This design comes from an exercise in tuning for small area and a short achievable clock period on the open sky130 flow, not from production work. Function was checked by simulation only, so behaviour that the tests miss may differ from the original. Power and IR drop assume default switching activity.

==> flow/design.v (excerpt) <==
module data_mem_responder (
  input  logic        ck,
  input  logic        rst_n,
  input  logic        is_load,
  input  logic        is_write,
  input  logic [8:0]  load_addr,
  input  logic [8:0]  write_addr,
  input  logic [15:0] data,
  output logic        mem_ready,
  output logic        ld_valid,
  output logic [15:0] ld_data,
  output logic        addr_err,
  output logic [1:0]  dbg_state
);
export LEC_CHECK = 0
export ABC_CLOCK_PERIOD_IN_PS = 1500
export CAP_MARGIN = 20
export CORE_MARGIN = 2
export CORE_UTILIZATION = 50
export CTS_BUF_LIST = sky130_fd_sc_hd__clkbuf_8 sky130_fd_sc_hd__clkbuf_16
export CTS_CLUSTER_DIAMETER = 100
export CTS_CLUSTER_SIZE = 26
export SETUP_SLACK_MARGIN = 1.85
export SLEW_MARGIN = 20
export SYNTH_HIERARCHICAL = 1
export SYNTH_MEMORY_MAX_BITS = 8192
create_clock -name core_clock -period 4.0 [get_ports {ck}]
standard.sh (not shown) runs the stock make flow with config.mk's settings and CLKGATE_MAP_FILE= SYNTH_SCRIPT=/design/flow/synth_recipe.tcl, a recipe that flattens the netlist after the stock synthesis.
==> flow/flow/run.sh <==
#!/bin/bash
# Standard layout with three changes: footprint-free resizing (so repair_timing can resize
# the port buffers), more antenna-repair iterations, and, between placement and CTS, the
# output-port flip-flops moved next to their port buffers at the pins.
set -euo pipefail
VARS="MATCH_CELL_FOOTPRINT=0 MAX_REPAIR_ANTENNAS_ITER_GRT=15 MAX_REPAIR_ANTENNAS_ITER_DRT=15"
bash standard.sh $VARS place > flow_make_place.log 2>&1
RESULTS=$PWD/orfs/results/$FLOW_PLATFORM/data_mem_responder/base openroad -no_init -exit flow/place_outputs.tcl > flow_place_outputs.log 2>&1
bash standard.sh $VARS finish > flow_make_finish.log 2>&1
Other scripts of this flow, unchanged in this note and not shown: flow/flow/move_out.tcl, flow/flow/place_outputs.tcl
Then changed:
CORE_UTILIZATION = 62   (was 50)
SETUP_SLACK_MARGIN = 2.05   (was 1.85)
- clock-buffer cell count shrinks by 4
- synthesized area does not change
- cell count shrinks by 5.5%
- cell area grows by 1.3%
Then changed:
CORE_UTILIZATION = 50   (was 62)
Result: The changed run completed with no timing, DRC or antenna violations. Routed wire length came out higher by 4.2%. Register-to-register slack degrades by 0.21 ns. Setup slack got worse by 0.18 ns. Worst hold slack gets better by 0.017 ns. Sequential share of layout area came out lower by 0.47 points. Via count went up by 1.0%.
Then changed:
CORE_UTILIZATION = 70   (was 50)
SETUP_SLACK_MARGIN = 1.85   (was 2.05)
Clock skew goes down by 0.038 ns.
Critical path depth came out higher by 2.
Clock power goes down by about 4%.
Clock-buffer cell count came out lower by 4.
Then changed:
CORE_UTILIZATION = 62   (was 70)
What happened: Setup slack improved by 0.047 ns. Final cell count goes up by a few percent. Critical path depth goes up by 1. Utilization goes down by 7.8 points.

========
data_mem_responder, a different RTL version from the one above (not shown whole).
Size: about 4600 flip-flops, ~59 I/O pins.
clock: 4.0 ns
lec_check: 0
abc_clock_period_in_ps: 1500
cap_margin: 20
core_margin: 2
core_utilization: 62
cts_buf_list: sky130_fd_sc_hd__clkbuf_8 sky130_fd_sc_hd__clkbuf_16
cts_cluster_diameter: 100
cts_cluster_size: 26
setup_slack_margin: 2.05
slew_margin: 20
synth_hierarchical: 1
synth_memory_max_bits: 8192
==> flow/flow/move_out.tcl <==
# Place each output port's buffer, and the flip-flop (with any gates between them) that
# drives it, at the port's pin, just inside the core; detailed_placement legalizes them.
set block [ord::get_db_block]
set core [$block getCoreArea]
set cx0 [expr {[$core xMin] + 2000}]; set cx1 [expr {[$core xMax] - 8000}]
set cy0 [expr {[$core yMin] + 2000}]; set cy1 [expr {[$core yMax] - 4000}]
foreach bterm [$block getBTerms] {
  if {[$bterm getIoType] ne "OUTPUT"} { continue }
  set box [lindex [[lindex [$bterm getBPins] 0] getBoxes] 0]
  set x [expr {([$box xMin] + [$box xMax]) / 2}]
  set y [expr {([$box yMin] + [$box yMax]) / 2}]
  set x [expr {max($cx0, min($cx1, $x))}]
  set y [expr {max($cy0, min($cy1, $y))}]
  set net [$bterm getNet]
  set cur ""
  foreach it [$net getITerms] { if {[$it isOutputSignal]} { set cur [$it getInst] } }
  set buf $cur
  if {$buf eq ""} { continue }
  for {set depth 0} {$cur ne "" && $depth < 4} {incr depth} {
    set master [[$cur getMaster] getName]
    $cur setLocation $x $y
    $cur setPlacementStatus PLACED
    puts "port [$bterm getName]: moved [$cur getName] ($master)"
    if {[string match *df* $master]} {
      # also the other loads of the flip-flop's output (the hold mux of an enable register)
      foreach it [$cur getITerms] {
        if {![$it isOutputSignal]} { continue }
        set qn [$it getNet]
        if {$qn eq "NULL" || $qn eq ""} { continue }
        foreach l [$qn getITerms] {
          set li [$l getInst]
          if {$li ne $cur && [[$li getMaster] getName] ne [[$buf getMaster] getName]} {
            $li setLocation $x $y
            $li setPlacementStatus PLACED
            puts "port [$bterm getName]: moved load [$li getName] ([[$li getMaster] getName])"
          }
        }
      }
      break
    }
    set innet ""
    foreach it [$cur getITerms] {
      if {[$it isInputSignal] && [[$it getMTerm] getSigType] eq "SIGNAL"} { set innet [$it getNet] }
    }
    set cur ""
    if {$innet ne "" && $innet ne "NULL"} {
      foreach it [$innet getITerms] { if {[$it isOutputSignal]} { set cur [$it getInst] } }
    }
  }
}
==> flow/flow/place_outputs.tcl <==
# Runs between ORFS's place and cts steps: puts the output-port flip-flops next to their
# port buffers at the pins (move_out.tcl), legalizes, and writes 3_place.odb back.
set odb $::env(RESULTS)/3_place.odb
read_db $odb
source [file join [file dirname [info script]] move_out.tcl]
detailed_placement
check_placement -verbose
write_db $odb
Scripts as last shown in full above: flow/flow/run.sh
Rerun with:
- CORE_UTILIZATION: 62 -> 70
=> Routed wire length decreases by 3.3%. Worst setup slack improved by 14 ps. Register-to-register slack gets worse by 40 ps.
Rerun with:
- CORE_UTILIZATION: 70 -> 62
- TNS_END_PERCENT: not set -> 20
Total power is about the same.
Utilization goes down by 9.0 points.
Critical path depth does not change.
Final area hardly moves.
Via count drops by 1.9%.
Synthesized area stays the same.
Global-route usage goes down by 3.7 points.
Fmax drops by 0.74%.
Register-to-register slack is worse by 40 ps.
First-iteration DRC count went down by 12%.

## afterwards: timing with drivers on the ports
The flow's constraints put no driver on any port. The routed layouts listed below were extracted and timed again, unchanged, in two steps. Step 1 assumes that a clkbuf_16 drives the clock port and a buf_2 every other input. Step 2 also shifts input and output timing later by t, the mid clock arrival at the registers, as if the neighbouring blocks saw the same clock. Three values: ideal, step 1, step 2; two values: the first two.
run	t (ns)	setup WS [ns]	slew at the worst register clock pin (ns)
the first run of note 1	1.023	1.588 / 1.518 / 0.965	0.11 / 0.11
the second run of note 1	0.964	1.750 / 1.655 / 1.191	0.11 / 0.11
the third run of note 1	1.034	1.572 / 1.530 / 1.152	0.11 / 0.11
the fourth run of note 1	0.987	1.587 / 1.587 / 1.000	0.11 / 0.11
the fifth run of note 1	0.958	1.635 / 1.650 / 0.721	0.11 / 0.11
the first run of note 2	0.964	1.720 / 1.637 / 1.119	0.11 / 0.11
the second run of note 2	0.973	1.734 / 1.652 / 1.122	0.11 / 0.11
the third run of note 2	0.960	1.717 / 1.625 / 1.083	0.11 / 0.11
After both steps every run listed still meets setup and hold. The setup slack of the fifth run of note 1, which loses most, moves by +0.015 ns with the drivers and by -0.914 ns with both steps.
